Background: an optimization exercise with open tools, aiming at small area, a short achievable clock period and few clock cycles per item. Do not read the settings as production practice.
RTL that was checked went through simulation tests only; none was proved equivalent to the original.

==> v17: inputs <==
==> flow/design.v (excerpt) <==
module chiptune_sound_generator (
  input  logic        clk,
  input  logic        rst_n,
  input  logic        in_valid,
  output logic        in_stall,
  input  logic [1:0]  in_kind,
  input  logic [1:0]  in_voice,
  input  logic [23:0] in_phase_step,
  input  logic [3:0]  in_noise_rate,
  output logic        out_valid,
  input  logic        out_stall,
  output logic signed [15:0] out_sample,
  input  logic        psel,
  input  logic        penable,
  input  logic        pwrite,
  input  logic [4:0]  paddr,
  input  logic [31:0] pwdata,
  output logic [31:0] prdata,
  output logic        pready
);
  localparam logic [31:0] DUTY_ROWS = {8'b1111_1001, 8'b0001_1110,
                                       8'b0000_0110, 8'b0000_0010};
  localparam logic [191:0] NOISE_PERIODS = {
    12'd4068, 12'd2034, 12'd1016, 12'd762, 12'd508, 12'd380, 12'd254, 12'd202,
    12'd160, 12'd128, 12'd96, 12'd64, 12'd32, 12'd16, 12'd8, 12'd4};
  function automatic logic [8:0] env_step(input logic [8:0] e, input logic [3:0] period);
    logic [8:0] r;
    r = e;
  ...
Settings: LEC_CHECK=0, ABC_CLOCK_PERIOD_IN_PS=4000, CAP_MARGIN=20, CORE_MARGIN=2, CORE_UTILIZATION=40, SETUP_SLACK_MARGIN=5, SLEW_MARGIN=20; clock period 10.0 ns.
run.sh (not shown) runs the stock make flow with config.mk's settings and CLKGATE_MAP_FILE= SYNTH_SCRIPT=/design/flow/synth_recipe.tcl, a recipe that flattens the netlist after the stock synthesis.
==> v26 (differences from v17) <==
--- a/flow/config.mk
+++ b/flow/config.mk
@@ -6,8 +6,10 @@
 export NUM_CORES = 4
 export LEC_CHECK = 0
+export ABC_AREA = 1
 export ABC_CLOCK_PERIOD_IN_PS = 4000
 export CAP_MARGIN = 20
 export CORE_MARGIN = 2
 export CORE_UTILIZATION = 40
+export CTS_BUF_LIST = sky130_fd_sc_hd__clkbuf_4 sky130_fd_sc_hd__clkbuf_8
 export SETUP_SLACK_MARGIN = 5
 export SLEW_MARGIN = 20
==> v37 (differences from v17) <==
--- a/flow/config.mk
+++ b/flow/config.mk
@@ -10,4 +10,5 @@
 export CORE_MARGIN = 2
 export CORE_UTILIZATION = 40
+export CTS_BUF_LIST = sky130_fd_sc_hd__clkbuf_4 sky130_fd_sc_hd__clkbuf_8
 export SETUP_SLACK_MARGIN = 5
 export SLEW_MARGIN = 20
==> summary.txt <==
DR WL met3: v26 3.97 mm; v37 3.79 mm; v17 3.37 mm
Floorplan die height: v26 354 um; v37 355 um; v17 355 um
Clock tree cell share of total cell area: v26 5.67%; v37 5.50%; v17 5.41%
Clock Root Buffer: v26 sky130_fd_sc_hd__clkbuf_8; v37 sky130_fd_sc_hd__clkbuf_8; v17 sky130_fd_sc_hd__clkbuf_16
DRC violation total after the first TritonRoute iteration: v26 2,284; v37 1,988; v17 2,062
Library cell with the highest instance count after synthesis: v26 sky130_fd_sc_hd__nand2_1; v37 sky130_fd_sc_hd__edfxtp_1; v17 sky130_fd_sc_hd__edfxtp_1
# Post-CTS Setup Buffers: v26 7; v37 16; v17 15
Share of the synthesized area in the top cell type: v26 37.6%; v37 37.3%; v17 37.3%
Beginning of the worst hold path: v26 u_mix.b2_sq[2]$_DFFE_PN_; v37 u_mix.p_td[3]$_DFF_P_; v17 u_mix.p_td[3]$_DFF_P_
Pin count of the biggest net entering global routing: v26 174; v37 157; v17 157
Post-layout worst setup margin: v26 5300 ps; v37 5120 ps; v17 5170 ps
Total number of vias: v26 34,500; v37 31,700; v17 31,400
Via count of the first global-routing pass: v26 33,900; v37 31,400; v17 30,900
Design area: v26 54,700 um^2; v37 55,400 um^2; v17 55,400 um^2
Simple-gate portion of the synthesized area: v26 14.6%; v37 10.8%; v17 10.8%
Critical Path RT: v26 10,590 ps; v37 10,570 ps; v17 10,410 ps
Hold-critical path endpoint: v26 u_mix.b3_sq[2]$_DFFE_PN_; v37 u_mix.b0_d[6]$_DFFE_PN_; v17 u_mix.b0_d[6]$_DFFE_PN_
Status: v26 finished clean; v37 finished clean; v17 finished clean
Average detailed-routed wire length per instance: v26 16.2 um; v37 16.6 um; v17 16.8 um
No functional check of the RTL was part of any run of this note.

---

==> inputs of job 3453 <==
chiptune_sound_generator, a different RTL version from the one above (not shown whole).
export LEC_CHECK = 0
export ABC_AREA = 1
export ABC_CLOCK_PERIOD_IN_PS = 4000
export CAP_MARGIN = 20
export CORE_MARGIN = 2
export CORE_UTILIZATION = 40
export CTS_BUF_LIST = sky130_fd_sc_hd__clkbuf_4 sky130_fd_sc_hd__clkbuf_8
export SETUP_SLACK_MARGIN = 5
export SLEW_MARGIN = 20
create_clock -name core_clock -period 10.0 [get_ports {clk}]
==> job 5550 (differences from job 3453) <==
--- a/flow/design.v
+++ b/flow/design.v
@@ -534,20 +534,20 @@
   logic [3:0]  nz_rate_r;
   logic [11:0] nz_count_r;
   logic        out_valid_r;
   logic signed [15:0] out_sample_r;
   logic [3:0]  prdata_r;
   logic in_acc, cfg_wr, adv, cap;
-  assign in_stall = out_valid_r && out_stall;
-  assign in_acc   = in_valid && !in_stall;
+  assign in_stall = out_stall;
+  assign in_acc   = in_valid && !out_stall;
   assign cap      = in_acc && (in_kind == 2'd0);
   assign pready   = 1'b1;
   assign cfg_wr   = psel && penable && pwrite;
   assign out_valid  = out_valid_r;
   assign out_sample = out_sample_r;
-  assign adv      = !in_stall;
+  assign adv      = !(out_valid_r && out_stall);
   always_ff @(posedge clk) begin
     if (!rst_n) begin
       duty_a_r   <= 2'd1;
       duty_b_r   <= 2'd2;
       env_per0_r <= 4'd12;
       env_per1_r <= 4'd9;
Settings changed: ABC_CLOCK_PERIOD_IN_PS 4000 to default, CTS_BUF_LIST sky130_fd_sc_hd__clkbuf_4 sky130_fd_sc_hd__clkbuf_8 to sky130_fd_sc_hd__clkbuf_8.
==> job 9044 (differences from job 3453) <==
--- a/flow/design.v
+++ b/flow/design.v
@@ -534,20 +534,20 @@
   logic [3:0]  nz_rate_r;
   logic [11:0] nz_count_r;
   logic        out_valid_r;
   logic signed [15:0] out_sample_r;
   logic [3:0]  prdata_r;
   logic in_acc, cfg_wr, adv, cap;
-  assign in_stall = out_valid_r && out_stall;
-  assign in_acc   = in_valid && !in_stall;
+  assign in_stall = out_stall;
+  assign in_acc   = in_valid && !out_stall;
   assign cap      = in_acc && (in_kind == 2'd0);
   assign pready   = 1'b1;
   assign cfg_wr   = psel && penable && pwrite;
   assign out_valid  = out_valid_r;
   assign out_sample = out_sample_r;
-  assign adv      = !in_stall;
+  assign adv      = !(out_valid_r && out_stall);
   always_ff @(posedge clk) begin
     if (!rst_n) begin
       duty_a_r   <= 2'd1;
       duty_b_r   <= 2'd2;
       env_per0_r <= 4'd12;
       env_per1_r <= 4'd9;
Settings changed: ABC_CLOCK_PERIOD_IN_PS 4000 to default, CTS_BUF_LIST sky130_fd_sc_hd__clkbuf_4 sky130_fd_sc_hd__clkbuf_8 to sky130_fd_sc_hd__clkbuf_8, SETUP_SLACK_MARGIN 5 to 4.5.
==> summary of the runs <==
- Count of clock-buffer cells in the layout, highest first: job 3453, job 9044, job 5550.
- Cell count, lowest first: job 3453, job 9044, job 5550.
- In job 3453 the synthesized cell count is lower than in job 9044, by about 0.6%.
- Clock skew: job 3453 > job 9044 > job 5550.
- The lowest routed wire length belongs to job 3453, the highest to job 9044.
Testbench counts of job 3453, summed over its fixed seeds: cycles 9,670, items 7,530.
Testbench counts of job 5550, summed over its fixed seeds: cycles 9,670, items 7,530.
Testbench counts of job 9044, summed over its fixed seeds: cycles 9,670, items 7,530.

## afterwards: timing with drivers on the ports
No port has a modelled driver above. Below, the same layouts with a new extraction and two added sets of constraints.
Step 1: set_driving_cell puts a clkbuf_16 on clk and a buf_2 on each other input, an assumption about the parent block.
Step 2 moves the port delays by t, midway between the first and last clock arrival at a register: inputs arrive t later, outputs are due t later. That takes back most of the time a late clock gives input paths.
Slacks: ideal / step 1 / step 2; pairs: ideal / step 1.
run	t (ns)	setup WS [ns]	worst setup path after step 2
v17	0.724	5.165 / 5.165 / 4.648	input to register
v26	0.891	5.295 / 5.295 / 5.032	input to register
v37	0.883	5.119 / 5.119 / 4.351	input to register
job 3453	0.799	5.064 / 5.025 / 4.659	input to register
job 5550	0.851	5.129 / 5.107 / 4.744	input to register
job 9044	0.843	4.820 / 4.820 / 4.650	input to register
After both steps setup and hold are still met in every run listed. The setup slack of v37, which loses most, moves by 0.000 ns with the drivers and by -0.768 ns with both steps.
